Source: an optimization exercise on an open RTL-to-GDS flow (aim: small area). Production flows keep margins and buffers that such runs may drop.
RTL that was checked went through simulation tests only; none was proved equivalent to the original.
For run 3, only the layout was checked, not whether the RTL still works.
Power and IR drop assume default switching activity.

$ cat flow/run.sh
#!/bin/bash
set -e
export BUFFER_PORTS_ARGS="-buffer_cell sky130_fd_sc_hd__buf_1"
bash standard.sh > standard_flow.log 2>&1
$ cat standard.sh
#!/bin/bash
# synth_recipe.tcl (not shown) runs the flow's synth.tcl, then flattens the netlist and writes it again
# the make line also repeats each setting of config.mk as NAME=value (left out here)
make -C /OpenROAD-flow-scripts/flow DESIGN_CONFIG=/design/flow/config.mk WORK_HOME=/design/flow/orfs CLKGATE_MAP_FILE= SYNTH_SCRIPT=/design/flow/synth_recipe.tcl "${@:-finish}"
$ cat config.mk
export PLATFORM = sky130hd
export DESIGN_NAME = pixel_compositor
export DESIGN_NICKNAME = pixel_compositor
export VERILOG_FILES = /design/flow/design.v
export SDC_FILE = /design/flow/constraint.sdc
export NUM_CORES = 4
export LEC_CHECK = 0
export CAP_MARGIN = 20
export CORE_MARGIN = 2
export CORE_UTILIZATION = 40
export SLEW_MARGIN = 20
export SYNTH_HIERARCHICAL = 1
$ cat constraint.sdc
create_clock -name core_clock -period 12.0 [get_ports {Clk}]
set_input_delay 2.4000 -clock core_clock [delete_from_list [all_inputs] [get_ports {Clk}]]
set_output_delay 2.4000 -clock core_clock [all_outputs]
set_load 0.01 [all_outputs]
$ cat design.v
module pixel_compositor (
    input  logic        Clk,
    input  logic        Reset,
    input  logic        frame_start,
    input  logic        de,
    input  logic [9:0]  DrawX,
    input  logic [9:0]  DrawY,
    input  logic [9:0]  X,
    input  logic [9:0]  Y,
    input  logic [9:0]  size,
    input  logic [7:0]  x_vec,
    input  logic [7:0]  y_vec,
    input  logic        map_en,
    input  logic        wall_on,
    input  logic [11:0] wall_color,
    input  logic [11:0] memdata,
    output logic [3:0]  Red,
    output logic [3:0]  Green,
    output logic [3:0]  Blue,
    output logic        out_valid,
    output logic        dots_ready
);
    logic [9:0] x_lat, y_lat, s_lat;
    logic [7:0] xv_lat, yv_lat;
    logic [9:0] x_dot, y_dot;
    logic [7:0] xv_dot, yv_dot;
    logic [3:0] cnt;
    logic       rdy;
    always_ff @(posedge Clk) begin
        if (Reset) begin
            x_lat <= '0; y_lat <= '0; s_lat <= '0; xv_lat <= '0; yv_lat <= '0;
            x_dot <= '0; y_dot <= '0; xv_dot <= '0; yv_dot <= '0;
            cnt <= '0; rdy <= 1'b0;
        end else if (frame_start) begin
            x_lat <= X; y_lat <= Y; s_lat <= size; xv_lat <= x_vec; yv_lat <= y_vec;
            cnt <= 4'd1; rdy <= 1'b0;
        end else if (cnt == 4'd10) begin
            x_dot <= x_lat; y_dot <= y_lat; xv_dot <= xv_lat; yv_dot <= yv_lat;
            cnt <= '0; rdy <= 1'b1;
        end else if (cnt != 4'd0) begin
            cnt <= cnt + 4'd1;
        end
    end
    logic [8:0] hx, hy;
    logic       dot_hit;
    dot_axis u_dx (.d(DrawX[7:0]), .p(x_dot), .a(xv_dot), .hit(hx));
    dot_axis u_dy (.d(DrawY[7:0]), .p(y_dot), .a(yv_dot), .hit(hy));
        assign dot_hit = |(hx & hy);
    logic signed [10:0] ddx, ddy;
    logic               player_hit;
    assign ddx = $signed({1'b0, DrawX[7:0], 2'b00}) - $signed({1'b0, x_lat});
    assign ddy = $signed({1'b0, DrawY[7:0], 2'b00}) - $signed({1'b0, y_lat});
    logic disc_in;
    disc_le u_disc (.dx(ddx), .dy(ddy), .s(s_lat), .le(disc_in));
        assign player_hit = disc_in;
    logic above, below, in_map;
    assign above = ({1'b0, DrawY} + {2'b0, memdata[7:0], 1'b0}) < 11'd240;
    assign below = {1'b0, DrawY} > (11'd240 + {2'b0, memdata[7:0], 1'b0});
    assign in_map = map_en && (DrawX <= 10'd160) && (DrawY <= 10'd120);
    logic [11:0] rgb1, rgb2;
    logic        v1, v2;
    logic [11:0] col;
    always_comb begin
        if (in_map) begin
            if (dot_hit)         col = 12'hFFF;
            else if (player_hit) col = 12'hF70;
            else if (wall_on)    col = wall_color;
            else                 col = 12'h004;
        end else begin
            if (above)           col = 12'h337;
            else if (below)      col = 12'h733;
            else                 col = {3{memdata[11:8]}};
        end
    end
    always_ff @(posedge Clk) begin
        if (Reset) begin
            rgb1 <= '0; v1 <= 1'b0; rgb2 <= '0; v2 <= 1'b0;
        end else begin
            rgb1 <= de ? col : 12'h000;
            v1   <= de;
            rgb2 <= rgb1;
            v2   <= v1;
        end
    end
    assign {Red, Green, Blue} = rgb2;
    assign out_valid  = v2;
    assign dots_ready = rdy;
endmodule
module disc_le (input logic [10:0] dx, input logic [10:0] dy, input logic [9:0] s, output logic le);
    wire n0 = ~(dx[0] & dx[1]);
    wire n1 = ~(dx[0] & dx[2]);
    wire n2 = ~(dx[0] & dx[3]);
    wire n3 = ~(dx[0] & dx[4]);
    wire n4 = ~(dx[0] & dx[5]);
    wire n5 = ~(dx[0] & dx[6]);
    wire n6 = ~(dx[0] & dx[7]);
    wire n7 = ~(dx[0] & dx[8]);
    wire n8 = ~(dx[0] & dx[9]);
    wire n9 = ~(dx[0] & dx[10]);
    wire n10 = ~(dx[1] & dx[2]);
    wire n11 = ~(dx[1] & dx[3]);
    wire n12 = ~(dx[1] & dx[4]);
    wire n13 = ~(dx[1] & dx[5]);
    wire n14 = ~(dx[1] & dx[6]);
    wire n15 = ~(dx[1] & dx[7]);
    wire n16 = ~(dx[1] & dx[8]);
    wire n17 = ~(dx[1] & dx[9]);
    wire n18 = ~(dx[1] & dx[10]);
    wire n19 = ~(dx[2] & dx[3]);
    wire n20 = ~(dx[2] & dx[4]);
    wire n21 = ~(dx[2] & dx[5]);
    wire n22 = ~(dx[2] & dx[6]);
    wire n23 = ~(dx[2] & dx[7]);
    wire n24 = ~(dx[2] & dx[8]);
    wire n25 = ~(dx[2] & dx[9]);
    wire n26 = ~(dx[2] & dx[10]);
    wire n27 = ~(dx[3] & dx[4]);
    wire n28 = ~(dx[3] & dx[5]);
    wire n29 = ~(dx[3] & dx[6]);
    wire n30 = ~(dx[3] & dx[7]);
    wire n31 = ~(dx[3] & dx[8]);
    wire n32 = ~(dx[3] & dx[9]);
    wire n33 = ~(dx[3] & dx[10]);
    wire n34 = ~(dx[4] & dx[5]);
    wire n35 = ~(dx[4] & dx[6]);
    wire n36 = ~(dx[4] & dx[7]);
    wire n37 = ~(dx[4] & dx[8]);
    wire n38 = ~(dx[4] & dx[9]);
    wire n39 = ~(dx[4] & dx[10]);
    wire n40 = ~(dx[5] & dx[6]);
    wire n41 = ~(dx[5] & dx[7]);
    wire n42 = ~(dx[5] & dx[8]);
    wire n43 = ~(dx[5] & dx[9]);
    wire n44 = ~(dx[5] & dx[10]);
    wire n45 = ~(dx[6] & dx[7]);
    wire n46 = ~(dx[6] & dx[8]);
    wire n47 = ~(dx[6] & dx[9]);
    wire n48 = ~(dx[6] & dx[10]);
    wire n49 = ~(dx[7] & dx[8]);
    wire n50 = ~(dx[7] & dx[9]);
    wire n51 = ~(dx[7] & dx[10]);
    wire n52 = ~(dx[8] & dx[9]);
    wire n53 = ~(dx[8] & dx[10]);
    wire n54 = ~(dx[9] & dx[10]);
    wire n55 = ~(dy[0] & dy[1]);
    wire n56 = ~(dy[0] & dy[2]);
    wire n57 = ~(dy[0] & dy[3]);
    wire n58 = ~(dy[0] & dy[4]);
    wire n59 = ~(dy[0] & dy[5]);
    wire n60 = ~(dy[0] & dy[6]);
    wire n61 = ~(dy[0] & dy[7]);
    wire n62 = ~(dy[0] & dy[8]);
    wire n63 = ~(dy[0] & dy[9]);
    wire n64 = ~(dy[0] & dy[10]);
    wire n65 = ~(dy[1] & dy[2]);
    wire n66 = ~(dy[1] & dy[3]);
    wire n67 = ~(dy[1] & dy[4]);
    wire n68 = ~(dy[1] & dy[5]);
    wire n69 = ~(dy[1] & dy[6]);
    wire n70 = ~(dy[1] & dy[7]);
    wire n71 = ~(dy[1] & dy[8]);
    wire n72 = ~(dy[1] & dy[9]);
    wire n73 = ~(dy[1] & dy[10]);
    wire n74 = ~(dy[2] & dy[3]);
    wire n75 = ~(dy[2] & dy[4]);
    wire n76 = ~(dy[2] & dy[5]);
    wire n77 = ~(dy[2] & dy[6]);
    wire n78 = ~(dy[2] & dy[7]);
    wire n79 = ~(dy[2] & dy[8]);
    wire n80 = ~(dy[2] & dy[9]);
    wire n81 = ~(dy[2] & dy[10]);
    wire n82 = ~(dy[3] & dy[4]);
    wire n83 = ~(dy[3] & dy[5]);
    wire n84 = ~(dy[3] & dy[6]);
    wire n85 = ~(dy[3] & dy[7]);
    wire n86 = ~(dy[3] & dy[8]);
    wire n87 = ~(dy[3] & dy[9]);
    wire n88 = ~(dy[3] & dy[10]);
    wire n89 = ~(dy[4] & dy[5]);
    wire n90 = ~(dy[4] & dy[6]);
    wire n91 = ~(dy[4] & dy[7]);
    wire n92 = ~(dy[4] & dy[8]);
    wire n93 = ~(dy[4] & dy[9]);
    wire n94 = ~(dy[4] & dy[10]);
    wire n95 = ~(dy[5] & dy[6]);
    wire n96 = ~(dy[5] & dy[7]);
    wire n97 = ~(dy[5] & dy[8]);
    wire n98 = ~(dy[5] & dy[9]);
    wire n99 = ~(dy[5] & dy[10]);
    wire n100 = ~(dy[6] & dy[7]);
    wire n101 = ~(dy[6] & dy[8]);
    wire n102 = ~(dy[6] & dy[9]);
    wire n103 = ~(dy[6] & dy[10]);
    wire n104 = ~(dy[7] & dy[8]);
    wire n105 = ~(dy[7] & dy[9]);
    wire n106 = ~(dy[7] & dy[10]);
    wire n107 = ~(dy[8] & dy[9]);
    wire n108 = ~(dy[8] & dy[10]);
    wire n109 = ~(dy[9] & dy[10]);
    wire n110 = ~(s[0] & s[1]);
    wire n111 = ~(s[0] & s[2]);
    wire n112 = ~(s[0] & s[3]);
    wire n113 = ~(s[0] & s[4]);
    wire n114 = ~(s[0] & s[5]);
    wire n115 = ~(s[0] & s[6]);
    wire n116 = ~(s[0] & s[7]);
    wire n117 = ~(s[0] & s[8]);
    wire n118 = ~(s[0] & s[9]);
    wire n119 = ~(s[1] & s[2]);
    wire n120 = ~(s[1] & s[3]);
    wire n121 = ~(s[1] & s[4]);
    wire n122 = ~(s[1] & s[5]);
    wire n123 = ~(s[1] & s[6]);
    wire n124 = ~(s[1] & s[7]);
    wire n125 = ~(s[1] & s[8]);
    wire n126 = ~(s[1] & s[9]);
    wire n127 = ~(s[2] & s[3]);
    wire n128 = ~(s[2] & s[4]);
    wire n129 = ~(s[2] & s[5]);
    wire n130 = ~(s[2] & s[6]);
    wire n131 = ~(s[2] & s[7]);
    wire n132 = ~(s[2] & s[8]);
    wire n133 = ~(s[2] & s[9]);
    wire n134 = ~(s[3] & s[4]);
    wire n135 = ~(s[3] & s[5]);
    wire n136 = ~(s[3] & s[6]);
    wire n137 = ~(s[3] & s[7]);
    wire n138 = ~(s[3] & s[8]);
    wire n139 = ~(s[3] & s[9]);
    wire n140 = ~(s[4] & s[5]);
    wire n141 = ~(s[4] & s[6]);
    wire n142 = ~(s[4] & s[7]);
    wire n143 = ~(s[4] & s[8]);
    wire n144 = ~(s[4] & s[9]);
    wire n145 = ~(s[5] & s[6]);
    wire n146 = ~(s[5] & s[7]);
    wire n147 = ~(s[5] & s[8]);
    wire n148 = ~(s[5] & s[9]);
    wire n149 = ~(s[6] & s[7]);
    wire n150 = ~(s[6] & s[8]);
    wire n151 = ~(s[6] & s[9]);
    wire n152 = ~(s[7] & s[8]);
    wire n153 = ~(s[7] & s[9]);
    wire n154 = ~(s[8] & s[9]);
    wire n155, n156;
    fa_cell u_n155 (.a(dx[4]), .b(dy[4]), .c(n116), .s(n155), .co(n156));
    wire n157, n158;
    ha_cell u_n157 (.a(n123), .b(n129), .s(n157), .co(n158));
    wire n159, n160;
    fa_cell u_n159 (.a(n117), .b(n124), .c(n130), .s(n159), .co(n160));
    wire n161, n162;
    fa_cell u_n161 (.a(dx[5]), .b(dy[5]), .c(n118), .s(n161), .co(n162));
    wire n163, n164;
    fa_cell u_n163 (.a(n125), .b(n131), .c(n136), .s(n163), .co(n164));
    wire n165, n166;
    fa_cell u_n165 (.a(n8), .b(n16), .c(n23), .s(n165), .co(n166));
    wire n167, n168;
    ha_cell u_n167 (.a(n140), .b(1'b1), .s(n167), .co(n168));
    wire n169, n170;
    fa_cell u_n169 (.a(n9), .b(n64), .c(n126), .s(n169), .co(n170));
    wire n171, n172;
    fa_cell u_n171 (.a(n132), .b(n137), .c(n141), .s(n171), .co(n172));
    wire n173 = n17 ^ n24;
    wire n174 = ~(n17 | n24);
    wire n175, n176;
    fa_cell u_n175 (.a(dx[6]), .b(n18), .c(dy[6]), .s(n175), .co(n176));
    wire n177, n178;
    fa_cell u_n177 (.a(n73), .b(n133), .c(n138), .s(n177), .co(n178));
    wire n179, n180;
    fa_cell u_n179 (.a(n142), .b(n145), .c(1'b1), .s(n179), .co(n180));
    wire n181, n182;
    fa_cell u_n181 (.a(n25), .b(n31), .c(n36), .s(n181), .co(n182));
    wire n183, n184;
    fa_cell u_n183 (.a(n26), .b(n81), .c(n139), .s(n183), .co(n184));
    wire n185, n186;
    fa_cell u_n185 (.a(dx[7]), .b(n33), .c(dy[7]), .s(n185), .co(n186));
    wire n187, n188;
    ha_cell u_n187 (.a(dx[2]), .b(dy[2]), .s(n187), .co(n188));
    wire n189, n190;
    fa_cell u_n189 (.a(dx[3]), .b(dy[3]), .c(n114), .s(n189), .co(n190));
    wire n191, n192;
    fa_cell u_n191 (.a(n121), .b(n127), .c(1'b1), .s(n191), .co(n192));
    wire n193, n194;
    fa_cell u_n193 (.a(n115), .b(n122), .c(n128), .s(n193), .co(n194));
    wire n195 = n5 ^ n13;
    wire n196 = ~(n5 | n13);
    wire n197, n198;
    fa_cell u_n197 (.a(n155), .b(n157), .c(n134), .s(n197), .co(n198));
    wire n199, n200;
    fa_cell u_n199 (.a(n6), .b(n14), .c(n21), .s(n199), .co(n200));
    wire n201, n202;
    fa_cell u_n201 (.a(n27), .b(n61), .c(n69), .s(n201), .co(n202));
    wire n203, n204;
    fa_cell u_n203 (.a(n156), .b(n158), .c(n159), .s(n203), .co(n204));
    wire n205, n206;
    fa_cell u_n205 (.a(n7), .b(n15), .c(n22), .s(n205), .co(n206));
    wire n207, n208;
    fa_cell u_n207 (.a(n28), .b(n62), .c(n70), .s(n207), .co(n208));
    wire n209, n210;
    ha_cell u_n209 (.a(n135), .b(1'b1), .s(n209), .co(n210));
    wire n211, n212;
    fa_cell u_n211 (.a(n160), .b(n161), .c(n163), .s(n211), .co(n212));
    wire n213, n214;
    fa_cell u_n213 (.a(n165), .b(n29), .c(n34), .s(n213), .co(n214));
    wire n215, n216;
    fa_cell u_n215 (.a(n63), .b(n71), .c(n78), .s(n215), .co(n216));
    wire n217, n218;
    fa_cell u_n217 (.a(n84), .b(n89), .c(s[5]), .s(n217), .co(n218));
    wire n219, n220;
    fa_cell u_n219 (.a(n162), .b(n164), .c(n168), .s(n219), .co(n220));
    wire n221, n222;
    fa_cell u_n221 (.a(n169), .b(n171), .c(n173), .s(n221), .co(n222));
    wire n223, n224;
    fa_cell u_n223 (.a(n166), .b(n30), .c(n35), .s(n223), .co(n224));
    wire n225, n226;
    fa_cell u_n225 (.a(n72), .b(n79), .c(n85), .s(n225), .co(n226));
    wire n227, n228;
    fa_cell u_n227 (.a(n170), .b(n172), .c(n174), .s(n227), .co(n228));
    wire n229, n230;
    fa_cell u_n229 (.a(n175), .b(n177), .c(n179), .s(n229), .co(n230));
    wire n231, n232;
    fa_cell u_n231 (.a(n181), .b(n40), .c(n80), .s(n231), .co(n232));
    wire n233, n234;
    fa_cell u_n233 (.a(n86), .b(n91), .c(n95), .s(n233), .co(n234));
    wire n235, n236;
    fa_cell u_n235 (.a(n176), .b(n178), .c(n180), .s(n235), .co(n236));
    wire n237, n238;
    fa_cell u_n237 (.a(n183), .b(n143), .c(n146), .s(n237), .co(n238));
    wire n239, n240;
    fa_cell u_n239 (.a(n182), .b(n32), .c(n37), .s(n239), .co(n240));
    wire n241, n242;
    fa_cell u_n241 (.a(n41), .b(n87), .c(n92), .s(n241), .co(n242));
    wire n243, n244;
    fa_cell u_n243 (.a(n184), .b(n185), .c(n88), .s(n243), .co(n244));
    wire n245, n246;
    fa_cell u_n245 (.a(n144), .b(n147), .c(n149), .s(n245), .co(n246));
    wire n247, n248;
    fa_cell u_n247 (.a(n38), .b(n42), .c(n45), .s(n247), .co(n248));
    wire n249, n250;
    fa_cell u_n249 (.a(n93), .b(n97), .c(n100), .s(n249), .co(n250));
    wire n251, n252;
    fa_cell u_n251 (.a(n186), .b(n39), .c(n94), .s(n251), .co(n252));
    wire n253, n254;
    fa_cell u_n253 (.a(n43), .b(n46), .c(n98), .s(n253), .co(n254));
    wire n255, n256;
    fa_cell u_n255 (.a(dx[8]), .b(n44), .c(dy[8]), .s(n255), .co(n256));
    wire n257, n258;
    fa_cell u_n257 (.a(n99), .b(n151), .c(n152), .s(n257), .co(n258));
    wire n259, n260;
    ha_cell u_n259 (.a(dx[1]), .b(dy[1]), .s(n259), .co(n260));
    wire n261, n262;
    fa_cell u_n261 (.a(n187), .b(n112), .c(n119), .s(n261), .co(n262));
    wire n263 = n2 ^ n10;
    wire n264 = ~(n2 | n10);
    wire n265, n266;
    fa_cell u_n265 (.a(n188), .b(n113), .c(n120), .s(n265), .co(n266));
    wire n267, n268;
    fa_cell u_n267 (.a(n3), .b(n11), .c(n58), .s(n267), .co(n268));
    wire n269, n270;
    fa_cell u_n269 (.a(n4), .b(n12), .c(n19), .s(n269), .co(n270));
    wire n271, n272;
    fa_cell u_n271 (.a(n59), .b(n67), .c(n74), .s(n271), .co(n272));
    wire n273, n274;
    ha_cell u_n273 (.a(n189), .b(n191), .s(n273), .co(n274));
    wire n275, n276;
    fa_cell u_n275 (.a(n190), .b(n192), .c(n193), .s(n275), .co(n276));
    wire n277, n278;
    fa_cell u_n277 (.a(n20), .b(n60), .c(n68), .s(n277), .co(n278));
    wire n279 = ~n75;
    wire n280, n281;
    fa_cell u_n280 (.a(n195), .b(1'b1), .c(n279), .s(n280), .co(n281));
    wire n282, n283;
    fa_cell u_n282 (.a(n194), .b(n196), .c(n197), .s(n282), .co(n283));
    wire n284, n285;
    fa_cell u_n284 (.a(n199), .b(n201), .c(n76), .s(n284), .co(n285));
    wire n286 = ~1'b1;
    wire n287, n288;
    fa_cell u_n287 (.a(n82), .b(s[4]), .c(n286), .s(n287), .co(n288));
    wire n289, n290;
    fa_cell u_n289 (.a(n198), .b(n203), .c(n209), .s(n289), .co(n290));
    wire n291, n292;
    fa_cell u_n291 (.a(n200), .b(n202), .c(n205), .s(n291), .co(n292));
    wire n293, n294;
    fa_cell u_n293 (.a(n207), .b(n77), .c(n83), .s(n293), .co(n294));
    wire n295, n296;
    fa_cell u_n295 (.a(n204), .b(n210), .c(n211), .s(n295), .co(n296));
    wire n297, n298;
    fa_cell u_n297 (.a(n206), .b(n208), .c(n213), .s(n297), .co(n298));
    wire n299 = ~n167;
    wire n300, n301;
    fa_cell u_n300 (.a(n215), .b(n217), .c(n299), .s(n300), .co(n301));
    wire n302, n303;
    fa_cell u_n302 (.a(n212), .b(n219), .c(n221), .s(n302), .co(n303));
    wire n304, n305;
    fa_cell u_n304 (.a(n214), .b(n216), .c(n218), .s(n304), .co(n305));
    wire n306, n307;
    fa_cell u_n306 (.a(n223), .b(n225), .c(n90), .s(n306), .co(n307));
    wire n308, n309;
    fa_cell u_n308 (.a(n220), .b(n222), .c(n227), .s(n308), .co(n309));
    wire n310, n311;
    fa_cell u_n310 (.a(n224), .b(n226), .c(n231), .s(n310), .co(n311));
    wire n312 = ~n229;
    wire n313, n314;
    fa_cell u_n313 (.a(n233), .b(s[6]), .c(n312), .s(n313), .co(n314));
    wire n315, n316;
    fa_cell u_n315 (.a(n228), .b(n230), .c(n235), .s(n315), .co(n316));
    wire n317, n318;
    fa_cell u_n317 (.a(n232), .b(n234), .c(n239), .s(n317), .co(n318));
    wire n319 = ~n237;
    wire n320, n321;
    fa_cell u_n320 (.a(n241), .b(n96), .c(n319), .s(n320), .co(n321));
    wire n322, n323;
    fa_cell u_n322 (.a(n236), .b(n238), .c(n243), .s(n322), .co(n323));
    wire n324, n325;
    fa_cell u_n324 (.a(n240), .b(n242), .c(n247), .s(n324), .co(n325));
    wire n326 = ~n245;
    wire n327, n328;
    fa_cell u_n327 (.a(n249), .b(s[7]), .c(n326), .s(n327), .co(n328));
    wire n329, n330;
    fa_cell u_n329 (.a(n244), .b(n246), .c(n251), .s(n329), .co(n330));
    wire n331, n332;
    fa_cell u_n331 (.a(n248), .b(n250), .c(n253), .s(n331), .co(n332));
    wire n333 = ~n101;
    wire n334, n335;
    fa_cell u_n334 (.a(n148), .b(n150), .c(n333), .s(n334), .co(n335));
    wire n336, n337;
    fa_cell u_n336 (.a(n252), .b(n255), .c(n257), .s(n336), .co(n337));
    wire n338, n339;
    fa_cell u_n338 (.a(n254), .b(n47), .c(n49), .s(n338), .co(n339));
    wire n340, n341;
    fa_cell u_n340 (.a(n102), .b(n104), .c(s[8]), .s(n340), .co(n341));
    wire n342, n343;
    fa_cell u_n342 (.a(n256), .b(n258), .c(n48), .s(n342), .co(n343));
    wire n344 = ~n50;
    wire n345, n346;
    fa_cell u_n345 (.a(n103), .b(n153), .c(n344), .s(n345), .co(n346));
    wire n347, n348;
    fa_cell u_n347 (.a(dx[9]), .b(n51), .c(dy[9]), .s(n347), .co(n348));
    wire n349, n350;
    fa_cell u_n349 (.a(n52), .b(n107), .c(s[9]), .s(n349), .co(n350));
    wire n351, n352;
    fa_cell u_n351 (.a(n259), .b(n110), .c(1'b1), .s(n351), .co(n352));
    wire n353, n354;
    fa_cell u_n353 (.a(n260), .b(n111), .c(1'b1), .s(n353), .co(n354));
    wire n355, n356;
    fa_cell u_n355 (.a(n261), .b(n263), .c(1'b1), .s(n355), .co(n356));
    wire n357 = n57 ^ n65;
    wire n358 = ~(n57 | n65);
    wire n359, n360;
    fa_cell u_n359 (.a(n262), .b(n264), .c(n265), .s(n359), .co(n360));
    wire n361 = ~1'b1;
    wire n362, n363;
    fa_cell u_n362 (.a(n267), .b(n66), .c(n361), .s(n362), .co(n363));
    wire n364, n365;
    fa_cell u_n364 (.a(n268), .b(n269), .c(n271), .s(n364), .co(n365));
    wire n366 = ~s[3];
    wire n367, n368;
    fa_cell u_n367 (.a(n266), .b(n273), .c(n366), .s(n367), .co(n368));
    wire n369, n370;
    fa_cell u_n369 (.a(n274), .b(n275), .c(n280), .s(n369), .co(n370));
    wire n371, n372;
    fa_cell u_n371 (.a(n270), .b(n272), .c(n277), .s(n371), .co(n372));
    wire n373, n374;
    fa_cell u_n373 (.a(n276), .b(n281), .c(n282), .s(n373), .co(n374));
    wire n375, n376;
    fa_cell u_n375 (.a(n278), .b(n284), .c(n287), .s(n375), .co(n376));
    wire n377, n378;
    fa_cell u_n377 (.a(n285), .b(n288), .c(n291), .s(n377), .co(n378));
    wire n379 = ~n293;
    wire n380, n381;
    fa_cell u_n380 (.a(n283), .b(n289), .c(n379), .s(n380), .co(n381));
    wire n382, n383;
    fa_cell u_n382 (.a(n292), .b(n294), .c(n297), .s(n382), .co(n383));
    wire n384 = ~n300;
    wire n385, n386;
    fa_cell u_n385 (.a(n290), .b(n295), .c(n384), .s(n385), .co(n386));
    wire n387, n388;
    fa_cell u_n387 (.a(n298), .b(n301), .c(n304), .s(n387), .co(n388));
    wire n389 = ~n306;
    wire n390, n391;
    fa_cell u_n390 (.a(n296), .b(n302), .c(n389), .s(n390), .co(n391));
    wire n392, n393;
    fa_cell u_n392 (.a(n305), .b(n307), .c(n310), .s(n392), .co(n393));
    wire n394 = ~n313;
    wire n395, n396;
    fa_cell u_n395 (.a(n303), .b(n308), .c(n394), .s(n395), .co(n396));
    wire n397, n398;
    fa_cell u_n397 (.a(n311), .b(n314), .c(n317), .s(n397), .co(n398));
    wire n399 = ~n320;
    wire n400, n401;
    fa_cell u_n400 (.a(n309), .b(n315), .c(n399), .s(n400), .co(n401));
    wire n402, n403;
    fa_cell u_n402 (.a(n318), .b(n321), .c(n324), .s(n402), .co(n403));
    wire n404 = ~n327;
    wire n405, n406;
    fa_cell u_n405 (.a(n316), .b(n322), .c(n404), .s(n405), .co(n406));
    wire n407, n408;
    fa_cell u_n407 (.a(n323), .b(n329), .c(n334), .s(n407), .co(n408));
    wire n409, n410;
    fa_cell u_n409 (.a(n325), .b(n328), .c(n331), .s(n409), .co(n410));
    wire n411, n412;
    fa_cell u_n411 (.a(n330), .b(n335), .c(n336), .s(n411), .co(n412));
    wire n413, n414;
    fa_cell u_n413 (.a(n332), .b(n338), .c(n340), .s(n413), .co(n414));
    wire n415, n416;
    fa_cell u_n415 (.a(n337), .b(n342), .c(n345), .s(n415), .co(n416));
    wire n417, n418;
    fa_cell u_n417 (.a(n339), .b(n341), .c(n105), .s(n417), .co(n418));
    wire n419, n420;
    fa_cell u_n419 (.a(n343), .b(n346), .c(n347), .s(n419), .co(n420));
    wire n421 = ~n349;
    wire n422, n423;
    fa_cell u_n422 (.a(n106), .b(n154), .c(n421), .s(n422), .co(n423));
    wire n424, n425;
    fa_cell u_n424 (.a(n348), .b(n53), .c(n108), .s(n424), .co(n425));
    wire n426, n427;
    fa_cell u_n426 (.a(dx[10]), .b(n54), .c(dy[10]), .s(n426), .co(n427));
    wire n428 = n0 ^ n55;
    wire n429 = ~(n0 | n55);
    wire n430 = ~n1;
    wire n431, n432;
    fa_cell u_n431 (.a(n352), .b(n353), .c(n430), .s(n431), .co(n432));
    wire n433, n434;
    fa_cell u_n433 (.a(n354), .b(n355), .c(n357), .s(n433), .co(n434));
    wire n435, n436;
    fa_cell u_n435 (.a(n356), .b(n358), .c(n359), .s(n435), .co(n436));
    wire n437 = ~n363;
    wire n438, n439;
    fa_cell u_n438 (.a(n360), .b(n367), .c(n437), .s(n438), .co(n439));
    wire n440 = ~n365;
    wire n441, n442;
    fa_cell u_n441 (.a(n368), .b(n369), .c(n440), .s(n441), .co(n442));
    wire n443 = ~n372;
    wire n444, n445;
    fa_cell u_n444 (.a(n370), .b(n373), .c(n443), .s(n444), .co(n445));
    wire n446 = ~n376;
    wire n447, n448;
    fa_cell u_n447 (.a(n374), .b(n380), .c(n446), .s(n447), .co(n448));
    wire n449 = ~n378;
    wire n450, n451;
    fa_cell u_n450 (.a(n381), .b(n385), .c(n449), .s(n450), .co(n451));
    wire n452 = ~n383;
    wire n453, n454;
    fa_cell u_n453 (.a(n386), .b(n390), .c(n452), .s(n453), .co(n454));
    wire n455 = ~n388;
    wire n456, n457;
    fa_cell u_n456 (.a(n391), .b(n395), .c(n455), .s(n456), .co(n457));
    wire n458 = ~n393;
    wire n459, n460;
    fa_cell u_n459 (.a(n396), .b(n400), .c(n458), .s(n459), .co(n460));
    wire n461 = ~n398;
    wire n462, n463;
    fa_cell u_n462 (.a(n401), .b(n405), .c(n461), .s(n462), .co(n463));
    wire n464 = ~n403;
    wire n465, n466;
    fa_cell u_n465 (.a(n406), .b(n407), .c(n464), .s(n465), .co(n466));
    wire n467 = ~n410;
    wire n468, n469;
    fa_cell u_n468 (.a(n408), .b(n411), .c(n467), .s(n468), .co(n469));
    wire n470 = ~n414;
    wire n471, n472;
    fa_cell u_n471 (.a(n412), .b(n415), .c(n470), .s(n471), .co(n472));
    wire n473, n474;
    fa_cell u_n473 (.a(n416), .b(n419), .c(n422), .s(n473), .co(n474));
    wire n475, n476;
    fa_cell u_n475 (.a(n420), .b(n423), .c(n424), .s(n475), .co(n476));
    wire n477, n478;
    fa_cell u_n477 (.a(n425), .b(n426), .c(n109), .s(n477), .co(n478));
    wire n479, n480;
    ha_cell u_n479 (.a(dx[0]), .b(dy[0]), .s(n479), .co(n480));
    wire n481, n482;
    ha_cell u_n481 (.a(n428), .b(n351), .s(n481), .co(n482));
    wire n483 = ~n56;
    wire n484, n485;
    fa_cell u_n484 (.a(n429), .b(n431), .c(n483), .s(n484), .co(n485));
    wire n486 = ~s[2];
    wire n487, n488;
    fa_cell u_n487 (.a(n432), .b(n433), .c(n486), .s(n487), .co(n488));
    wire n489 = ~n362;
    wire n490, n491;
    fa_cell u_n490 (.a(n434), .b(n435), .c(n489), .s(n490), .co(n491));
    wire n492 = ~n364;
    wire n493, n494;
    fa_cell u_n493 (.a(n436), .b(n438), .c(n492), .s(n493), .co(n494));
    wire n495 = ~n371;
    wire n496, n497;
    fa_cell u_n496 (.a(n439), .b(n441), .c(n495), .s(n496), .co(n497));
    wire n498 = ~n375;
    wire n499, n500;
    fa_cell u_n499 (.a(n442), .b(n444), .c(n498), .s(n499), .co(n500));
    wire n501 = ~n377;
    wire n502, n503;
    fa_cell u_n502 (.a(n445), .b(n447), .c(n501), .s(n502), .co(n503));
    wire n504 = ~n382;
    wire n505, n506;
    fa_cell u_n505 (.a(n448), .b(n450), .c(n504), .s(n505), .co(n506));
    wire n507 = ~n387;
    wire n508, n509;
    fa_cell u_n508 (.a(n451), .b(n453), .c(n507), .s(n508), .co(n509));
    wire n510 = ~n392;
    wire n511, n512;
    fa_cell u_n511 (.a(n454), .b(n456), .c(n510), .s(n511), .co(n512));
    wire n513 = ~n397;
    wire n514, n515;
    fa_cell u_n514 (.a(n457), .b(n459), .c(n513), .s(n514), .co(n515));
    wire n516 = ~n402;
    wire n517, n518;
    fa_cell u_n517 (.a(n460), .b(n462), .c(n516), .s(n517), .co(n518));
    wire n519 = ~n409;
    wire n520, n521;
    fa_cell u_n520 (.a(n463), .b(n465), .c(n519), .s(n520), .co(n521));
    wire n522 = ~n413;
    wire n523, n524;
    fa_cell u_n523 (.a(n466), .b(n468), .c(n522), .s(n523), .co(n524));
    wire n525 = ~n417;
    wire n526, n527;
    fa_cell u_n526 (.a(n469), .b(n471), .c(n525), .s(n526), .co(n527));
    wire n528 = ~n418;
    wire n529, n530;
    fa_cell u_n529 (.a(n472), .b(n473), .c(n528), .s(n529), .co(n530));
    wire n531 = ~n350;
    wire n532, n533;
    fa_cell u_n532 (.a(n474), .b(n475), .c(n531), .s(n532), .co(n533));
    wire n534, n535;
    fa_cell u_n534 (.a(n476), .b(n477), .c(1'b1), .s(n534), .co(n535));
    wire n536, n537;
    fa_cell u_n536 (.a(n478), .b(n427), .c(1'b1), .s(n536), .co(n537));
    wire n538 = n479 & ~s[0];
    wire n539 = (n480 & 1'b1) | (n480 & n538) | (1'b1 & n538);
    wire n540 = (n481 & ~s[1]) | (n481 & n539) | (~s[1] & n539);
    wire n541 = (n482 & n484) | (n482 & n540) | (n484 & n540);
    wire n542 = (n485 & n487) | (n485 & n541) | (n487 & n541);
    wire n543 = (n488 & n490) | (n488 & n542) | (n490 & n542);
    wire n544 = (n491 & n493) | (n491 & n543) | (n493 & n543);
    wire n545 = (n494 & n496) | (n494 & n544) | (n496 & n544);
    wire n546 = (n497 & n499) | (n497 & n545) | (n499 & n545);
    wire n547 = (n500 & n502) | (n500 & n546) | (n502 & n546);
    wire n548 = (n503 & n505) | (n503 & n547) | (n505 & n547);
    wire n549 = (n506 & n508) | (n506 & n548) | (n508 & n548);
    wire n550 = (n509 & n511) | (n509 & n549) | (n511 & n549);
    wire n551 = (n512 & n514) | (n512 & n550) | (n514 & n550);
    wire n552 = (n515 & n517) | (n515 & n551) | (n517 & n551);
    wire n553 = (n518 & n520) | (n518 & n552) | (n520 & n552);
    wire n554 = (n521 & n523) | (n521 & n553) | (n523 & n553);
    wire n555 = (n524 & n526) | (n524 & n554) | (n526 & n554);
    wire n556 = (n527 & n529) | (n527 & n555) | (n529 & n555);
    wire n557 = (n530 & n532) | (n530 & n556) | (n532 & n556);
    wire n558 = (n533 & n534) | (n533 & n557) | (n534 & n557);
    wire n559 = (n535 & n536) | (n535 & n558) | (n536 & n558);
    wire n560 = (n537 ^ n559);
    assign le = n560;
endmodule
module fa_cell (input logic a, input logic b, input logic c, output logic s, output logic co);
    assign s  = a ^ b ^ c;
    assign co = (a & b) | (a & c) | (b & c);
endmodule
module ha_cell (input logic a, input logic b, output logic s, output logic co);
    assign s  = a ^ b;
    assign co = a & b;
endmodule
module dot_axis (
    input  logic [7:0] d,
    input  logic [9:0] p,
    input  logic [7:0] a,
    output logic [8:0] hit
);
    logic [10:0] m3, m5, m7;
    logic [8:2]  c3;
    logic [9:3]  c5, c7;
    ha_cell h3 (.a(a[1]), .b(a[0]), .s(m3[1]), .co(c3[2]));
    for (genvar i = 2; i <= 7; i++) begin : g3
        fa_cell f (.a(a[i]), .b(a[i-1]), .c(c3[i]), .s(m3[i]), .co(c3[i+1]));
    end
    assign m3[0]     = a[0];
    assign m3[8]     = c3[8];
    assign m3[10:9]  = {2{a[7]}};
    ha_cell h5 (.a(a[2]), .b(a[0]), .s(m5[2]), .co(c5[3]));
    for (genvar i = 3; i <= 8; i++) begin : g5
        fa_cell f (.a(a[(i <= 7) ? i : 7]), .b(a[i-2]), .c(c5[i]), .s(m5[i]), .co(c5[i+1]));
    end
    assign m5[1:0] = a[1:0];
    assign m5[9]   = c5[9];
    assign m5[10]  = a[7];
    ha_cell h7 (.a(m3[2]), .b(a[0]), .s(m7[2]), .co(c7[3]));
    for (genvar i = 3; i <= 8; i++) begin : g7
        fa_cell f (.a(m3[i]), .b(a[i-2]), .c(c7[i]), .s(m7[i]), .co(c7[i+1]));
    end
    assign m7[1:0] = m3[1:0];
    assign m7[9]   = c7[9];
    assign m7[10]  = a[7];
    logic [5:0] h [9];
    logic [1:0] l [9];
    assign h[0] = 6'd0;                         assign l[0] = 2'd0;
    assign h[1] = {{4{a[7]}}, a[6:5]};          assign l[1] = a[4:3];
    assign h[2] = {{3{a[7]}}, a[6:4]};          assign l[2] = a[3:2];
    assign h[3] = m3[10:5];                     assign l[3] = m3[4:3];
    assign h[4] = {{2{a[7]}}, a[6:3]};          assign l[4] = a[2:1];
    assign h[5] = m5[10:5];                     assign l[5] = m5[4:3];
    assign h[6] = m3[9:4];                      assign l[6] = m3[3:2];
    assign h[7] = m7[10:5];                     assign l[7] = m7[4:3];
    assign h[8] = a[7:2];                       assign l[8] = a[1:0];
    logic [8:0] z;
    logic [8:1] cz;
    logic [7:0] nph;
    assign nph = ~p[9:2];
    assign z[0]  = d[0] ^ p[2];
    assign cz[1] = d[0] | nph[0];
    for (genvar i = 1; i <= 7; i++) begin : gz
        fa_cell f (.a(d[i]), .b(nph[i]), .c(cz[i]), .s(z[i]), .co(cz[i+1]));
    end
    assign z[8] = ~cz[8];
    logic       in0, in1;
    logic [5:0] w, wm;
    assign w   = z[5:0];
    assign wm  = w - 6'd1;
    assign in0 = (z[8:5] == 4'b0000) || (z[8:5] == 4'b1111);
    assign in1 = (z[8:5] == 4'b0000) || ((z[8:5] == 4'b1111) && (z[4:0] != 5'd0)) || (z == 9'd32);
    for (genvar k = 0; k < 9; k++) begin : gk
        logic [2:0] sk;
        logic       ak, bk;
        assign sk = {1'b0, l[k]} + {1'b0, p[1:0]};
        assign ak = (sk == 3'd3) || (sk == 3'd4) || (sk == 3'd5);
        assign bk = (sk == 3'd0) || (sk == 3'd1);
        assign hit[k] = (ak && in1 && (h[k] == wm)) || (bk && in0 && (h[k] == w));
    end
endmodule
==> run summary, run 1 <==
* P_int at between 1.5 and 2 mW
* # H-tree levels at 4
* Synth warn at 10
* Slew Limit Fails at 0
* Most frequent CP cell: fa_1
* Min-Delay Path Class: flop to flop
* Sequential share of the synthesized area at 0.160
* Post-DRT Antenna Nets at 0
* Fraction of layout cells with a size suffix above 1 at 0.0551
* Net switching power at 1.56 mW
* PnR worst setup slack at around 2100 ps
* CTS tree: done
* Area Overhead vs Synth at 10.3%
* Total wire length at between 30,000 and 40,000 um
* Vias in the first global route at 11,353
* Main flop type after synthesis: dfxtp_1
* EDFF count, synth at 0
* Placer Congestion at 0.912
* Final setup fails at 0
* PostCTS Resize Cnt at 0
* # DRC at 0
* Largest area contributor in the netlist: fa_1
* Io pins at between 100 and 150
* RSZ-0062 raised after global routing: no
* Vias/cell at 5.27
* Pre-antenna DRT Iters at 5
* Number of diodes at 0
* Total Die Area at 36,800 sq um
* Arrival time at the worst endpoint at between 10,000 and 15,000 ps
* Initial Util at 0.407
* Final hold vios at 0
* Reg area at 2260 sq um
* Critical Path RT at ~12,000 ps
* Max Clk Rate at 101 MHz
* Pwr Density at 216 nW/um^2
* Antenna violations before repair at 0
* WL met2 at about 19,000 um
* WS Path Type: input pin to flop
* Max-cap viol count at 0
* Fin crit period at between 9000 and 10,000 ps
* Die Height at 192 um
* DRT met1 WL at around 17,000 um
* First-pass GRT wire length at 60,800 um
* Seq pwr share at 0.121
* Nets@finish at around 2,000
* Clock-pin slew on the worst setup and hold paths at 60 ps
* Gr ovfl total at 0
* Final Non-Filler Cells at 2,087
* CORE AREA at around 35,000 sq um
* DP Area at roughly 15,000 sq um
* HPWL after detailed placement at roughly 29,000 um
* Syn Std Cell Area at between 10,000 and 15,000 sq um
* Slowest library cell on the worst path: fa_1
* Multi-input logic area at around 11,000 sq um
* Crit end category: flop
* Hold_ws at ~430 ps
* Crit-path max FO at 11
* CP bufs+invs at 4
* CP top delay family: adder cells
* Total vias in the final route at between 10,000 and 15,000
* Synth top area share at 0.314
* Clock Latency Late Sink at 450 ps
* Combinational power share at 0.726
* Final Skew at between 10 and 15 ps
* Synth area leaders: fa_1 31%, dfxtp_1 16%, nand2_1 7.0%, ha_1 6.8%, xnor2_1 5.4%
* Port Buf Inserts at roughly 110
* Switching share of power at 0.464
* Sink Count at 113
* Fin crit share at 0.826
* Root buf cell: clkbuf_16
* Largest net degree at the start of global routing at 97
* Cells after synthesis at approximately 1,500
* Startpoint Class: input pin
* Final Cell Area at roughly 16,000 sq um
* Placed cells at 2,057
* Top Layer Used: met4
* Worst VDD drop at 374 uV
* CTS Buf Count at 17
* Post-CTS setup buffer count at 0
* Crit path largest cell delay at ~580 ps
* Core Rows at 68
* Async set-reset flop share out of synthesis at 0
* Slew headroom at 0.250
* Synth cell types at 75
* Metal3 WL at 1270 um
* Synth Area per Inst at roughly 9 sq um
* Post-DR wirelength/cell at between 15 and 20 um
* Sum of negative setup slack at 0 ps
* Max Root-Sink Buffers at 2
* Clock power share at 0.153
* P_leak at about 6.1 nW
* Commonest non-fill, non-tap cells in the layout: 264 x nand2_1, 221 x fa_1, 132 x inv_1, 113 x dfxtp_1, 107 x buf_1
* Worst slack at placement at approximately 1800 ps
* Most common cell after layout, fill and taps aside: nand2_1
* GRT Overall Usage at 0.215
* Number of fillers in the final layout at ~3,400
* Post-synthesis register bit count at between 100 and 150
* Starting DRT DRC Count at around 620
* Slew @ Worst Pin at between 1000 and 1500 ps
* Outcome: finished clean
* Die W at roughly 190 um
* Hold buffers post-CTS at 0
## per-module statistics from Yosys (local to each module, per instance)
module	cell area [sq um]	copies in the design
disc_le	1290	1
dot_axis	1610	2
fa_cell	20.0	205
ha_cell	12.5	14
pixel_compositor	5300	1
## layout make-up
cell class,count,area share
Timing Repair Buffer,133,0.0384
Clock buffer,21,0.0303
Sequential cell,113,0.145
Tap cell,455,0.0366
Multi-Input combinational cell,1224,0.710
Clock inverter,9,0.00700
Inverter,132,0.0319
## sequential cells by signal, indices dropped and copies added, names as in the netlist
register  cells
yv_dot        8
rgb1         12
rgb2         12
x_dot        10
rdy           1
xv_lat        8
v1            1
yv_lat        8
s_lat        10
y_lat        10
cnt           4
x_lat        10
xv_dot        8
y_dot        10
v2            1
## Yosys cell counts, types with 8 or more instances
cell,instances
nand2_1,264
fa_1,221
inv_1,132
dfxtp_1,113
nor2_1,90
xnor2_1,87
ha_1,77
a21oi_1,68
clkbuf_1,66
xor2_1,59
mux2i_1,58
nand3_1,27
nand4_1,25
nor3_1,23
nor2b_1,18
o21ai_0,18
and2_1,17
o22ai_1,12
o32ai_1,10
a22oi_1,9
buf_2,9
mux2_2,8
## stage by stage
step | utilization | power [mW]
floorplan | - | 2.30
global placement | 0.432 | 2.76
detailed placement | 0.432 | 2.81
CTS | 0.449 | 3.35
global route | 0.449 | 3.68
finish | 0.449 | 3.36
## path summary, 6_finish.rpt
kind                                from       to  slack [ps]  depth (start not counted)
worst max-delay path            DrawY[0]  rgb1[5]        2080                         29
worst min-delay path             rgb1[9]  rgb2[9]         430                          1
worst max register to register  x_lat[1]  rgb1[5]        3790                         29
worst min register to register   rgb1[9]  rgb2[9]         430                          1
## power groups by stage
stage / Combinational (mW) / Sequential, mW / Clock [mW]
5_1_grt: 2.73 / 0.408 / 0.538
3_5_place_dp: 2.40 / 0.415 / 0
6_report: 2.44 / 0.407 / 0.514
2_1_floorplan: 1.89 / 0.405 / 0
4_1_cts: 2.42 / 0.406 / 0.522
3_3_place_gp: 2.35 / 0.414 / 0
## routing by layer
metal  global-route usage  vias up
met3               0.0267       50
li1                     -     5186
met5                    0        -
met1                0.280     5520
met4               0.0704        0
met2                0.369      249
## cell families (layout without fill, tap and decap cells)
family | Yosys count | in the layout | share of synthesized area
simple gates | 525 | 525 | 0.174
fa+ha+maj | 299 | 299 | 0.383
buf+inv | 216 | 295 | 0.0599
compound gates | 176 | 176 | 0.0834
xor+xnor | 146 | 146 | 0.0907
flops | 113 | 113 | 0.160
mux | 66 | 66 | 0.0476
other cells | 2 | 12 | 0.000533
==> inputs of run 2 (changes only) <==
==> run.sh (new file) <==
#!/bin/bash
# synth_recipe.tcl (not shown) runs the flow's synth.tcl, then flattens the netlist and writes it again
# the make line also repeats each setting of config.mk as NAME=value (left out here)
make -C /OpenROAD-flow-scripts/flow DESIGN_CONFIG=/design/flow/config.mk WORK_HOME=/design/flow/orfs CLKGATE_MAP_FILE= SYNTH_SCRIPT=/design/flow/synth_recipe.tcl finish
removed: flow/run.sh
removed: standard.sh
==> run 2 against run 1 <==
Net effect: largest cell class unchanged; clock power down 6.2%; first-iteration DRC count decreased by 1.4%; highest routed layer unchanged; sequential cell count is the same; setup slack lost 380 ps; combinational power increased by 2%; still clean.
==> run summary, run 2 <==
* Fraction of layout cells with a size suffix above 1 at 0.0569
* Async set-reset flop share out of synthesis at 0
* Synth cell types at 75
* Pwr Density at just over 200 nW/um^2
* Commonest non-fill, non-tap cells in the layout: 264 x nand2_1, 221 x fa_1, 132 x inv_1, 113 x dfxtp_1, 107 x clkdlybuf4s50_1
* GRT Overall Usage at 0.214
* Final setup fails at 0
* Crit end category: flop
* Reg area at approximately 2300 sq um
* Hold path depth at 1
* Slew headroom at 0.310
* FF-to-FF Start: y_lat[0]
* Area Overhead vs Synth at 15.0%
* Vias in the first global route at 11,286
* Slew Limit Fails at 0
* Pre-antenna DRT Iters at 5
* PnR worst setup slack at ~1700 ps
* Sink Count at about 110
* # DRC at 0
* Most frequent CP cell: fa_1
* Clock Latency Late Sink at around 440 ps
* Main flop type after synthesis: dfxtp_1
* Hold buffers post-CTS at 0
* Fin crit period at 10,300 ps
* # H-tree levels at 4
* Antenna violations before repair at 0
* Max-cap viol count at 0
* Number of fillers in the final layout at 3,284
* WS Path Type: input pin to flop
* Crit path largest cell delay at approximately 580 ps
* Cells after synthesis at approximately 1,500
* Io pins at 110
* Synth area leaders: fa_1 31%, dfxtp_1 16%, nand2_1 7.0%, ha_1 6.8%, xnor2_1 5.4%
* Total vias in the final route at roughly 11,000
* Start point of the worst min-delay path: rgb1[0]
* Post-CTS setup buffer count at 0
* Critical Path RT at around 12,000 ps
* Placer Congestion at a little under 0.9
* Max Root-Sink Buffers at 2
* First-pass GRT wire length at roughly 61,000 um
* Outcome: finished clean
* Worst slack at placement at 1260 ps
* Initial Util at 0.407
* Post-DRT Antenna Nets at 0
* Starting DRT DRC Count at ~610
* Vias/cell at ~5.3
* Synth top area share at 0.314
* Startpoint Class: input pin
* CORE AREA at ~35,000 sq um
* HPWL after detailed placement at 28,300 um
* CP bufs+invs at 4
* Worst VDD drop at ~430 uV
* Port Buf Inserts at 109
* Die Height at 192 um
* R2r setup slk at between 3000 and 4000 ps
* CTS Buf Count at 17
* Multi-input logic area at 11,100 sq um
* PostCTS Resize Cnt at 0
* Post-synthesis register bit count at roughly 110
* Synth Area per Inst at 9.13 sq um
* Min-Delay Path Class: flop to flop
* WHS Endpoint: rgb2[0]
* Count leader, synth: nand2_1
* Post-DR wirelength/cell at about 18 um
* Largest net degree at the start of global routing at 98
* Final hold vios at 0
* Final Non-Filler Cells at approximately 2,100
* Die W at 192 um
* Clock-pin slew on the worst setup and hold paths at around 60 ps
* EDFF count, synth at 0
* Nets@finish at just over 2,000
* DP Area at around 16,000 sq um
* Placed cells at between 2,000 and 2,500
* Reg-to-Reg End: rgb1[8]
* Fin crit share at 0.858
* Largest area contributor in the netlist: fa_1
* Arrival time at the worst endpoint at 10,600 ps
* Hold_ws at 438 ps
* Sum of negative setup slack at 0 ps
* RSZ-0062 raised after global routing: no
* Slew @ Worst Pin at slightly above 1000 ps
* Syn Std Cell Area at around 14,000 sq um
* Total Die Area at about 37,000 sq um
* CTS tree: done
* Slowest library cell on the worst path: fa_1
* Gr ovfl total at 0
* Total wire length at ~37,000 um
* Core Rows at 68
* Post-synth top cells: 264 x nand2_1, 221 x fa_1, 132 x inv_1
* Crit-path max FO at 11
* Most common cell after layout, fill and taps aside: nand2_1
* Synth warn at 10
* Root buf cell: clkbuf_16
* Worst r2r path cells at 30
* CP top delay family: adder cells
* Top Registers: rgb1 x12, rgb2 x12
* Final Skew at approximately 6.5 ps
* Max Clk Rate at about 100 MHz
* P_leak at 6.33 nW
* Final Cell Area at roughly 16,000 sq um
* Sequential share of the synthesized area at 0.160
* Number of diodes at 0
==> run 2: cell counts after synthesis <==
Identical to the previous run, type by type.
==> run 2: layout make-up <==
| class | instances | area share |
|---|---|---|
| multi-input combinational | 1224 | 0.682 |
| tap | 455 | 0.0351 |
| sequential | 113 | 0.140 |
| timing repair buffer | 133 | 0.0793 |
| inverter | 132 | 0.0306 |
| clock buffer | 19 | 0.0273 |
| clock inverter | 13 | 0.00640 |
==> run 2: modules after synthesis, one instance, submodules excluded <==
module	flops+latches	cells	area [sq um]	copies in the design
disc_le	0	283	1290	1
fa_cell	0	1	20.0	205
pixel_compositor	113	611	5300	1
dot_axis	0	215	1610	2
ha_cell	0	1	12.5	14
==> run 2: worst max-delay path by stage <==
stage              end  startpoint  depth (start not counted)  slack (ps)
2_1_floorplan  rgb1[4]    DrawX[0]                         28        2410
3_3_place_gp   rgb1[4]    DrawX[1]                         27        1470
3_5_place_dp   rgb1[4]    DrawY[0]                         29        1260
4_1_cts        rgb1[8]    DrawY[0]                         29        1710
5_1_grt        rgb1[8]    DrawX[0]                         29        1200
6_report       rgb1[8]    DrawY[0]                         29        1700
==> run 2: cells by family (layout without fill, tap and decap cells) <==
| family | count (synthesis) | in the layout | synth area share |
|---|---|---|---|
| AND/OR/NAND/NOR | 525 | 525 | 0.174 |
| adder cells (fa/ha/maj) | 299 | 299 | 0.383 |
| buffers and inverters | 216 | 297 | 0.0599 |
| AO/OA/AOI/OAI | 176 | 176 | 0.0834 |
| XOR/XNOR | 146 | 146 | 0.0907 |
| flip-flops | 113 | 113 | 0.160 |
| multiplexers | 66 | 66 | 0.0476 |
| other | 2 | 12 | 0.000533 |
==> run 2: stage by stage <==
stage,utilization,power (mW)
3_5_place_dp,0.451,2.86
5_1_grt,0.468,3.72
2_1_floorplan,-,2.30
6_report,0.468,3.37
3_3_place_gp,0.451,2.80
4_1_cts,0.467,3.38
==> run 2: worst reg2reg max path: cells and delay by family, from the launching register on <==
kind / cells / cell delay (ps)
adder cells (fa/ha/maj): 7 / 3170
AND/OR/NAND/NOR: 7 / 1560
buffers and inverters: 5 / 700
flip-flops: 1 / 310
AO/OA/AOI/OAI: 11 / 2440
==> run 2: per-layer routing <==
layer | part of all wire | global-route usage | wire length, um | vias up
met3 | 0.038 | 0.0258 | 1420 | 47
li1 | - | - | - | 5188
met2 | 0.50 | 0.369 | 18800 | 262
met4 | 0.024 | 0.0746 | 886 | 0
met5 | 0 | 0 | 0 | -
met1 | 0.44 | 0.278 | 16300 | 5514
==> run 2: power by group <==
part	leakage [nW]	switching [mW]	internal (mW)
logic	5.15	1.36	1.12
registers	0.923	0.0161	0.390
clock network	0.259	0.210	0.272
total	6.33	1.59	1.79
==> inputs of run 3 (changes only) <==
--- a/design.v
+++ b/design.v
@@ -22,21 +22,27 @@
 );
     logic [9:0] x_lat, y_lat, s_lat;
     logic [7:0] xv_lat, yv_lat;
+    logic       par_ok;
     logic [9:0] x_dot, y_dot;
     logic [7:0] xv_dot, yv_dot;
+    logic       dot_ok;
     logic [3:0] cnt;
     logic       rdy;
     always_ff @(posedge Clk) begin
+        if (frame_start) begin
+            x_lat <= X; y_lat <= Y; s_lat <= size; xv_lat <= x_vec; yv_lat <= y_vec;
+        end
+        if (cnt == 4'd10 && !frame_start) begin
+            x_dot <= x_lat; y_dot <= y_lat; xv_dot <= xv_lat; yv_dot <= yv_lat;
+        end
+    end
+    always_ff @(posedge Clk) begin
         if (Reset) begin
-            x_lat <= '0; y_lat <= '0; s_lat <= '0; xv_lat <= '0; yv_lat <= '0;
-            x_dot <= '0; y_dot <= '0; xv_dot <= '0; yv_dot <= '0;
-            cnt <= '0; rdy <= 1'b0;
+            cnt <= '0; rdy <= 1'b0; par_ok <= 1'b0; dot_ok <= 1'b0;
         end else if (frame_start) begin
-            x_lat <= X; y_lat <= Y; s_lat <= size; xv_lat <= x_vec; yv_lat <= y_vec;
-            cnt <= 4'd1; rdy <= 1'b0;
+            cnt <= 4'd1; rdy <= 1'b0; par_ok <= 1'b1;
         end else if (cnt == 4'd10) begin
-            x_dot <= x_lat; y_dot <= y_lat; xv_dot <= xv_lat; yv_dot <= yv_lat;
-            cnt <= '0; rdy <= 1'b1;
+            cnt <= '0; rdy <= 1'b1; dot_ok <= 1'b1;
         end else if (cnt != 4'd0) begin
             cnt <= cnt + 4'd1;
         end
@@ -45,17 +51,21 @@
     logic       dot_hit;
     dot_axis u_dx (.d(DrawX[7:0]), .p(x_dot), .a(xv_dot), .hit(hx));
     dot_axis u_dy (.d(DrawY[7:0]), .p(y_dot), .a(yv_dot), .hit(hy));
-        assign dot_hit = |(hx & hy);
+        assign dot_hit = dot_ok ? |(hx & hy) : (DrawX[7:0] == 8'd0 && DrawY[7:0] == 8'd0);
     logic signed [10:0] ddx, ddy;
     logic               player_hit;
     assign ddx = $signed({1'b0, DrawX[7:0], 2'b00}) - $signed({1'b0, x_lat});
     assign ddy = $signed({1'b0, DrawY[7:0], 2'b00}) - $signed({1'b0, y_lat});
     logic disc_in;
     disc_le u_disc (.dx(ddx), .dy(ddy), .s(s_lat), .le(disc_in));
-        assign player_hit = disc_in;
+        assign player_hit = par_ok && disc_in;
     logic above, below, in_map;
-    assign above = ({1'b0, DrawY} + {2'b0, memdata[7:0], 1'b0}) < 11'd240;
-    assign below = {1'b0, DrawY} > (11'd240 + {2'b0, memdata[7:0], 1'b0});
+    logic [9:0] col_sum;
+    logic signed [9:0] col_dif;
+    assign col_sum = {1'b0, DrawY[9:1]} + {2'b0, memdata[7:0]};
+    assign col_dif = $signed({1'b0, DrawY[9:1]}) - $signed({2'b0, memdata[7:0]});
+    assign above = col_sum <= 10'd119;
+    assign below = col_dif >= $signed(10'd121 - {9'd0, DrawY[0]});
     assign in_map = map_en && (DrawX <= 10'd160) && (DrawY <= 10'd120);
     logic [11:0] rgb1, rgb2;
     logic        v1, v2;
==> flow/run.sh (new file) <==
#!/bin/bash
set -e
export BUFFER_PORTS_ARGS="-buffer_cell sky130_fd_sc_hd__buf_1"
bash standard.sh > standard_flow.log 2>&1
==> standard.sh (new file) <==
#!/bin/bash
# synth_recipe.tcl (not shown) runs the flow's synth.tcl, then flattens the netlist and writes it again
# the make line also repeats each setting of config.mk as NAME=value (left out here)
make -C /OpenROAD-flow-scripts/flow DESIGN_CONFIG=/design/flow/config.mk WORK_HOME=/design/flow/orfs CLKGATE_MAP_FILE= SYNTH_SCRIPT=/design/flow/synth_recipe.tcl "${@:-finish}"
removed: run.sh
==> run 3 against run 2 <==
Net effect: die area fell by 0.24%; via count fell by 7.5%; non-clock buffer count fell by 8; clock skew rose by 8.9 ps; critical endpoint is now rgb1[7]; synthesized cell count fell by 11%; final area fell by 4.2%; highest routed layer unchanged; sequential share of layout area rose by 6.1 points; combinational power rose by 38%.
==> run summary, run 3 <==
* Outcome: finished clean
* Antenna violations before repair at 0
* CTS tree: done
* Vias/cell at 5.29
* Total wire length at 34,600 um
* Hold path depth at 0
* Root buf cell: clkbuf_16
* Clock-pin slew on the worst setup and hold paths at approximately 60 ps
* Final hold vios at 0
* Die W at between 150 and 200 um
* Synth Area in Adders at 0.387
* Min-Delay Path Class: flop to flop
* Slew Limit Fails at 0
* Nets@finish at roughly 1,900
* Cells after synthesis at approximately 1,400
* Arrival time at the worst endpoint at ~10,000 ps
* HPWL after detailed placement at 26,800 um
* Post-synthesis register bit count at roughly 120
* Synth top area share at 0.318
* Post-synth top cells: 223 x fa_1, 196 x nand2_1, 141 x inv_1
* Io pins at 110
* Count leader, synth: fa_1
* R2r setup slk at 3790 ps
* Startpoint Class: input pin
* Core Rows at 68
* Vias in the first global route at between 10,000 and 15,000
* Fin crit period at approximately 9900 ps
* Total Die Area at between 30,000 and 40,000 sq um
* Worst VDD drop at about 540 uV
* RSZ-0062 raised after global routing: no
* # H-tree levels at 4
* Crit-path max FO at 11
* Fraction of synthesized cell area in xor and xnor cells at 0.0885
* Slew @ Worst Pin at 1100 ps
* # DRC at 0
* Area share of and/or/nand/nor cells after synthesis at 0.151
* Async set-reset flop share out of synthesis at 0
* Sink Count at 115
* Syn Std Cell Area at roughly 14,000 sq um
* Placer Congestion at 0.912
* Main flop type after synthesis: edfxtp_1
* First-pass GRT wire length at around 56,000 um
* Critical Path RT at roughly 12,000 ps
* GRT Overall Usage at 0.200
* Clock Latency Late Sink at around 430 ps
* Most common cell after layout, fill and taps aside: fa_1
* Reg-to-Reg End: rgb1[7]
* Max Clk Rate at a little over 100 MHz
* FF-to-FF Start: x_lat[0]
* Synth cell types at just under 80
* Synth Area per Inst at 10.3 sq um
* Synth area leaders: fa_1 32%, edfxtp_1 18%, ha_1 6.9%, nand2_1 5.2%, xnor2_1 4.8%
* Top Registers: rgb1 x12, rgb2 x12
* Starting DRT DRC Count at slightly above 600
* Sequential share of the synthesized area at 0.222
* Number of diodes at 0
* Power Total at 4.42 mW
* CTS Buf Count at 17
* Area Overhead vs Synth at 10.5%
* Port Buf Inserts at 109
* Largest family of logic cells by synthesized area: adder cells
* Hold buffers post-CTS at 0
* Sum of negative setup slack at 0 ps
* Synth warn at 10
* Max-cap viol count at 0
* Slew headroom at 0.267
* Gr ovfl total at 0
* CORE AREA at ~35,000 sq um
* Total vias in the final route at between 10,000 and 15,000
* Crit end category: flop
* Post-DR wirelength/cell at 18.0 um
* Commonest non-fill, non-tap cells in the layout: 223 x fa_1, 196 x nand2_1, 141 x inv_1, 108 x buf_1, 82 x edfxtp_1
* WS Path Type: input pin to flop
* EDFF count, synth at 82
* Worst Setup SP: DrawX[0]
* Worst r2r path cells at 26
* PostCTS Resize Cnt at 0
* Mux share of post-synthesis cell area at 0.0150
* Pre-antenna DRT Iters at 7
* Post-CTS setup buffer count at 0
* Final setup fails at 0
* Largest net degree at the start of global routing at 51
* Start point of the worst min-delay path: xv_lat[3]
* Pwr Density at roughly 280 nW/um^2
* Max Root-Sink Buffers at 2
* Die Height at about 190 um
* Post-DRT Antenna Nets at 0
* P_leak at between 6 and 7 nW
* Synth Area in Compound Gates at 0.0782
* Final Skew at 15.4 ps
* Fin crit share at 0.822
* Initial Util at 0.407
* WHS Endpoint: xv_dot[3]
* Fraction of layout cells with a size suffix above 1 at 0.0551
* Largest area contributor in the netlist: fa_1
-- run 3: cell count changes in the layout (fill, tap and decap cells not counted), sizes merged, moves of 5 or more --
cell / change
xnor2: -10
inv: +8
o21a: +7
mux2i: -46
buf: +98
clkbuf: +5
nor2: -38
xor2: +6
edfxtp: +82
dfxtp: -80
clkdlybuf4s50: -107
a21oi: -32
nand2: -68
-- run 3: layer usage --
layer	global-route usage	wire length, um
met5	0	0
met3	0.0336	1600
met4	0.0607	745
met1	0.257	14900
met2	0.343	17400
-- run 3: cell families after synthesis --
kind of cell / Yosys count
AOI/OAI and AO/OA: 152
xor gates and xnor gates: 142
adders and majority gates: 301
buffers and inverters: 206
DFF: 115
muxes: 20
other: 2
and+or+nand+nor: 429
-- run 3: through the flow --
stage	cells	util	worst slack, ps	area, sq um	hold slack (ps)
finish	1924	0.450	2130	15500	422
detailed placement	1891	0.432	1710	14900	410
CTS	1923	0.449	2150	15500	424
global route	1924	0.450	1820	15500	426
floorplan	1377	-	2810	14100	400
global placement	1891	0.432	1960	14900	403
-- run 3: how the worst max path moves through the flow --
stage	slack, ps	end
after detailed placement	1710	rgb1[7]
after CTS	2150	rgb1[7]
after global placement	1960	rgb1[7]
after floorplan	2810	rgb1[7]
final	2130	rgb1[7]
after global routing	1820	rgb1[7]
-- run 3: final cells by class --
type,instances,area (sq um)
fill,3369,19000
clock inverter,9,62.6
clock buffer,23,533
inverter,141,529
tap,455,569
timing repair buffer,125,551
sequential,115,3120
multi-input combinational,1056,10200
-- run 3: report_power, final --
part	switching (mW)	internal, mW
logic	1.88	1.55
registers	0.0214	0.446
clock network	0.206	0.315
total	2.11	2.32
-- run 3: Yosys stat by module, one instance, submodules excluded --
module / times used / flip-flops and latches / area (sq um)
fa_cell: 205 / 0 / 20.0
disc_le: 1 / 0 / 1290
ha_cell: 14 / 0 / 12.5
pixel_compositor: 1 / 115 / 5270
dot_axis: 2 / 0 / 1610
-- run 3: critical path, cell delays in order --
cell and delay [ps]:
buf_1 100, ha_1 340, nor3b_1 160, o21a_1 210, o21a_1 180, o21a_1 180, o21a_1 180, o41a_1 330
xor2_1 860, nand2_1 210, fa_1 500, fa_1 520, fa_1 550, inv_1 50, fa_1 460, fa_1 490
fa_1 590, o22ai_1 100, nor3_1 160, o21ai_0 110, a211o_1 330, a22oi_2 280, o211ai_1 130, nand4_1 150
nand2_1 110, and2_1 210, a21boi_0 200, o22ai_1 90

[port drivers added, routing unchanged]
No port has a modelled driver above. Below, the same layouts with a new extraction and two added sets of constraints. Step 1, drivers: a clkbuf_16 drives Clk and a buf_2 each remaining input, both assumed. Step 2 moves the port delays by t, midway between the first and last clock arrival at a register: inputs arrive t later, outputs are due t later. That takes back most of the time a late clock gives input paths. Slacks: ideal ports / drivers / drivers and shift; pairs: ideal ports / drivers.
run | t (ns) | setup slack, ns | latest minus earliest clock arrival (ns) | slew at the worst register clock pin (ns)
run 1 | 0.490 | 2.084 / 2.106 / 1.616 | 0.011 / 0.012 | 0.06 / 0.06
run 2 | 0.483 | 1.701 / 1.725 / 1.242 | 0.008 / 0.009 | 0.06 / 0.06
run 3 | 0.475 | 2.131 / 2.146 / 1.671 | 0.018 / 0.018 | 0.07 / 0.07
After both steps every run listed still meets setup and hold. The setup slack of run 1, which loses most, moves by +0.022 ns with the drivers and by -0.468 ns with both steps.
